What follows belongs to an exercise in optimizing a design on an open flow for small area; a production flow would make more cautious choices. The RTL was checked by simulation tests, not by an equivalence proof against the original design. Power figures rest on the tool's default switching activity, not on a simulated workload.

// neighborhood_crowding_growth_rate_unit
module neighborhood_crowding_growth_rate_unit (
  input  logic                   clk,
  input  logic                   rst,
  input  logic                   cfg_we,
  input  logic [2:0]             cfg_index,
  input  logic [19:0]            cfg_data,
  input  logic                   item_valid,
  output logic                   item_ready,
  input  logic [19:0]            item_density_code,
  input  logic [19:0]            item_occupant_label,
  input  logic [1:0]             item_position_stage,
  input  logic [1:0]             item_center_type,
  input  logic signed [23:0]     item_inherent_rate,
  input  logic                   item_last_position,
  output logic                   result_valid,
  input  logic                   result_ready,
  output logic signed [31:0]     result_adjusted_rate,
  output logic [5:0]             result_r_neighbors,
  output logic [6:0]             result_k_neighbors,
  output logic [6:0]             result_total_neighbors
);
Size in the first run: about 2600 cells after synthesis, roughly 1700 flip-flops, ~42000 um2 of cells after synthesis.
Settings: LEC_CHECK=0, CAP_MARGIN=20, CORE_MARGIN=2, CORE_UTILIZATION=72, PLACE_DENSITY=0.8, SLEW_MARGIN=20; clock period 11.0 ns.
standard.sh (not shown) runs the stock make flow with config.mk's settings and CLKGATE_MAP_FILE= SYNTH_SCRIPT=/design/flow/synth_recipe.tcl, a recipe that flattens the netlist after the stock synthesis.
==> flow/flow/run.sh <==
#!/bin/bash
# The standard ORFS layout (the standard.sh, unchanged synthesis), with two settings passed
# to make: port buffers use the smallest buffer cell, and the clock tree is built from
# clkbuf_16 sink clusters without dummy loads. make's full output goes to make_finish.log here;
# each ORFS step also keeps its own log under orfs/logs/.
set -euo pipefail
cd "$(dirname "${BASH_SOURCE[0]}")/.."
bash standard.sh \
  BUFFER_PORTS_ARGS="-buffer_cell sky130_fd_sc_hd__buf_1" \
  CTS_ARGS="-sink_clustering_enable -repair_clock_nets -dont_use_dummy_load -sink_clustering_size 24 -sink_clustering_max_diameter 50 -buf_list sky130_fd_sc_hd__clkbuf_16" \
  finish > make_finish.log 2>&1
The starting point completed, yet does not pass: setup timing.
==> next run, changes <==
--- a/flow/design.v
+++ b/flow/design.v
@@ -177,19 +177,19 @@
   assign armed_eff = armed || at_start;
   assign match     = in_sel && low6 < cnt && ring[0] == item_occupant_label;
   assign decide    = state == ST_IDLE && item_valid &&
                      sel_ok && (skip || (armed_eff && in_sel && low6 == cnt));
   assign insert    = decide && !skip && !(found && !at_start);
   assign s2_add    = item_position_stage == 2'd2 && s2_cnt != 6'd36;
   always_ff @(posedge clk) begin
     ctype_q <= item_center_type;
     if (low6 == 6'd21) sel_q <= (d_nz && !gt_h) || (gt_a && (t_c || !gt_t));
-    if (rst || decide || cfg_we) begin
+    if (rst || decide) begin
       pend   <= 1'b0;
       sel_ok <= 1'b0;
     end else begin
       if (ev_start)      pend   <= state == ST_IDLE && item_valid;
       if (low6 == 6'd21) sel_ok <= pend;
     end
   end
   always_ff @(posedge clk) begin
     if (rst || state != ST_IDLE || !item_valid || decide || !sel_ok) begin
@@ -231,20 +231,18 @@
   assign cpl   = ~sgn;
   always_comb begin
     logic c;
     c = ~|lim[7:0];
     for (int i = 0; i < 7; i++)
       c = (n[i] ^ lim[8+i]) ? n[i] : c;
     n_ge_lim = c;
   end
   assign crowded = (ctype_q[0] ^ ctype_q[1]) && n_ge_lim;
-  logic crowded_q;
-  always_ff @(posedge clk) crowded_q <= crowded;
   logic [6:0]  rev;         
   logic [6:0]  rev_inc;
   logic        comp;
   logic        wslot;       
   logic        rslot;       
   logic [1:0]  wi;
   logic        r_cp;
   logic        r_clr;
   logic        r_mul;
@@ -261,20 +259,18 @@
   logic        ci;
   logic [15:0] sum;
   logic        co;
   logic [16:0] t;
   logic        ge;
   logic [15:0] r_new;
   logic [31:0] out;
   logic        sat;
   logic        pos;
-  logic kb_q;
-  always_ff @(posedge clk) kb_q <= kbits[~rev[2:0]];
   always_comb begin
     logic c;
     c = 1'b1;
     for (int i = 0; i < 7; i++) begin
       rev_inc[i] = rev[i] ^ c;
       c          = rev[i] & c;
     end
   end
   assign comp  = state == ST_COMP;
@@ -284,43 +280,44 @@
   assign r_cp  = rev < 7'd10;
   assign r_clr = rev == 7'd0;
   assign r_mul = rev >= 7'd34 && rev < 7'd58;
   assign r_div = rev >= 7'd58 && rev < 7'd106;
   assign r_fin = rev == 7'd106;
   assign w     = ring[0][15:0];
   always_comb begin
     opw  = '0;
     cin0 = 1'b0;
-    if (r_cp && crowded_q && wi == 2'd0) begin
-      if (rev >= 7'd2 && rev <= 7'd8 && kb_q) opw = mult;
+    if (r_cp && crowded && wi == 2'd0) begin
+      if (rev == 7'd0) opw = {9'b0, n};
+      if (rev >= 7'd2 && rev <= 7'd8 && kbits[3'd0 - rev[2:0]]) opw = mult;
       if (rev == 7'd9) begin
         opw  = {~lim, 1'b1};
         cin0 = 1'b1;
       end
     end
-    if (r_cp && crowded_q && wi == 2'd1 && rev == 7'd9) opw = 16'h00FF;
+    if (r_cp && crowded && wi == 2'd1 && rev == 7'd9) opw = 16'h00FF;
     if (r_mul && mul_b) begin
       if (wi == 2'd0) opw = item_inherent_rate[15:0] ^ {16{sgn}};
       if (wi == 2'd1) opw = {8'b0, item_inherent_rate[23:16] ^ {8{sgn}}};
       cin0 = sgn;
     end
     if (rslot) begin
       opw  = ~capx;
       cin0 = 1'b1;
     end
     if (r_fin) begin
       if (wi == 2'd0) opw = item_inherent_rate[15:0];
       if (wi == 2'd1) opw = {{8{sgn}}, item_inherent_rate[23:16]};
       if (wi == 2'd2) opw = {16{sgn}};
       cin0 = cpl;
     end
   end
-  assign a_in = {w[14:0], wi == 2'd0 ? ((r_div || r_fin) && q_q) : s_q};
+  assign a_in = r_clr ? 16'b0 : {w[14:0], wi == 2'd0 ? ((r_div || r_fin) && q_q) : s_q};
   assign ci   = wi == 2'd0 || wi == 2'd3 ? cin0 : c_q;
   always_comb begin
     logic c;
     c = ci;
     for (int i = 0; i < 16; i++) begin
       sum[i] = a_in[i] ^ opw[i] ^ c;
       c      = (a_in[i] & opw[i]) | (c & (a_in[i] ^ opw[i]));
     end
     co = c;
@@ -340,20 +337,19 @@
     if (wslot && r_fin && wi == 2'd1) out[31:16] <= sum;
     if (wslot && r_fin && wi == 2'd2) begin
       sat <= !(&{sum, out[31]} || !(|{sum, out[31]}));
       pos <= cpl;
     end
     if (!comp)                            rev <= '0;
     else if (half && low6 == 6'd35)       rev <= rev_inc;
   end
   assign ring_alu = wslot || rslot;
-  assign ring_wd  = rslot ? r_new :
-                    r_clr ? {9'b0, n & {7{crowded_q && wi == 2'd0}}} : sum;
+  assign ring_wd  = rslot ? r_new : sum;
   logic fin_acc;
   assign fin_acc = wslot && r_fin && wi == 2'd2;
   always_ff @(posedge clk) begin
     if (rst) begin
       state <= ST_IDLE;
     end else begin
       unique case (state)
         ST_IDLE: if (decide && item_last_position) state <= ST_WAIT;
         ST_WAIT: if (half && low6 == 6'd35) state <= ST_COMP;
Outcome: The changed run reached the layout checks and failed them: setup timing; routed wire length grows by 9.7%; final area climbs by 0.38%; count of clock-buffer cells in the layout drops by 4; power rises by 0.43%; sequential share of layout area decreases by 0.36 points; cell count stays flat; via count rose by 2.1%; core utilization rises by 1.4 points; setup slack got worse by 0.36 ns; first-iteration DRC count grows by 12%; worst hold slack barely changes; synthesized area decreases by 0.38%; register-to-register slack degrades by 0.54 ns; non-clock buffer count grows by 26.

[what the ideal ports hide]
In the flow no input, the clock included, has a driving cell. The finished layouts below were timed again as built, in two steps. Step 1 assumes that a clkbuf_16 drives the clock port and a buf_2 every other input. Step 2 also shifts input and output timing later by t, the mid clock arrival at the registers, as if the neighbouring blocks saw the same clock. Slacks: ideal ports / drivers / drivers and shift; pairs: ideal ports / drivers.
| run | shift t [ns] | slack for setup (ns) | clock arrival spread, ns | slew at the worst register clock pin (ns) |
|---|---|---|---|---|
| the first run | 0.719 | -0.133 / -0.085 / -0.803 | 0.095 / 0.095 | 0.10 / 0.10 |
| the second run | 0.726 | -0.491 / -0.491 / -0.491 | 0.106 / 0.107 | 0.12 / 0.12 |
For the first run, which loses most, drivers alone change the setup slack by +0.048 ns; drivers and shift together by -0.670 ns.
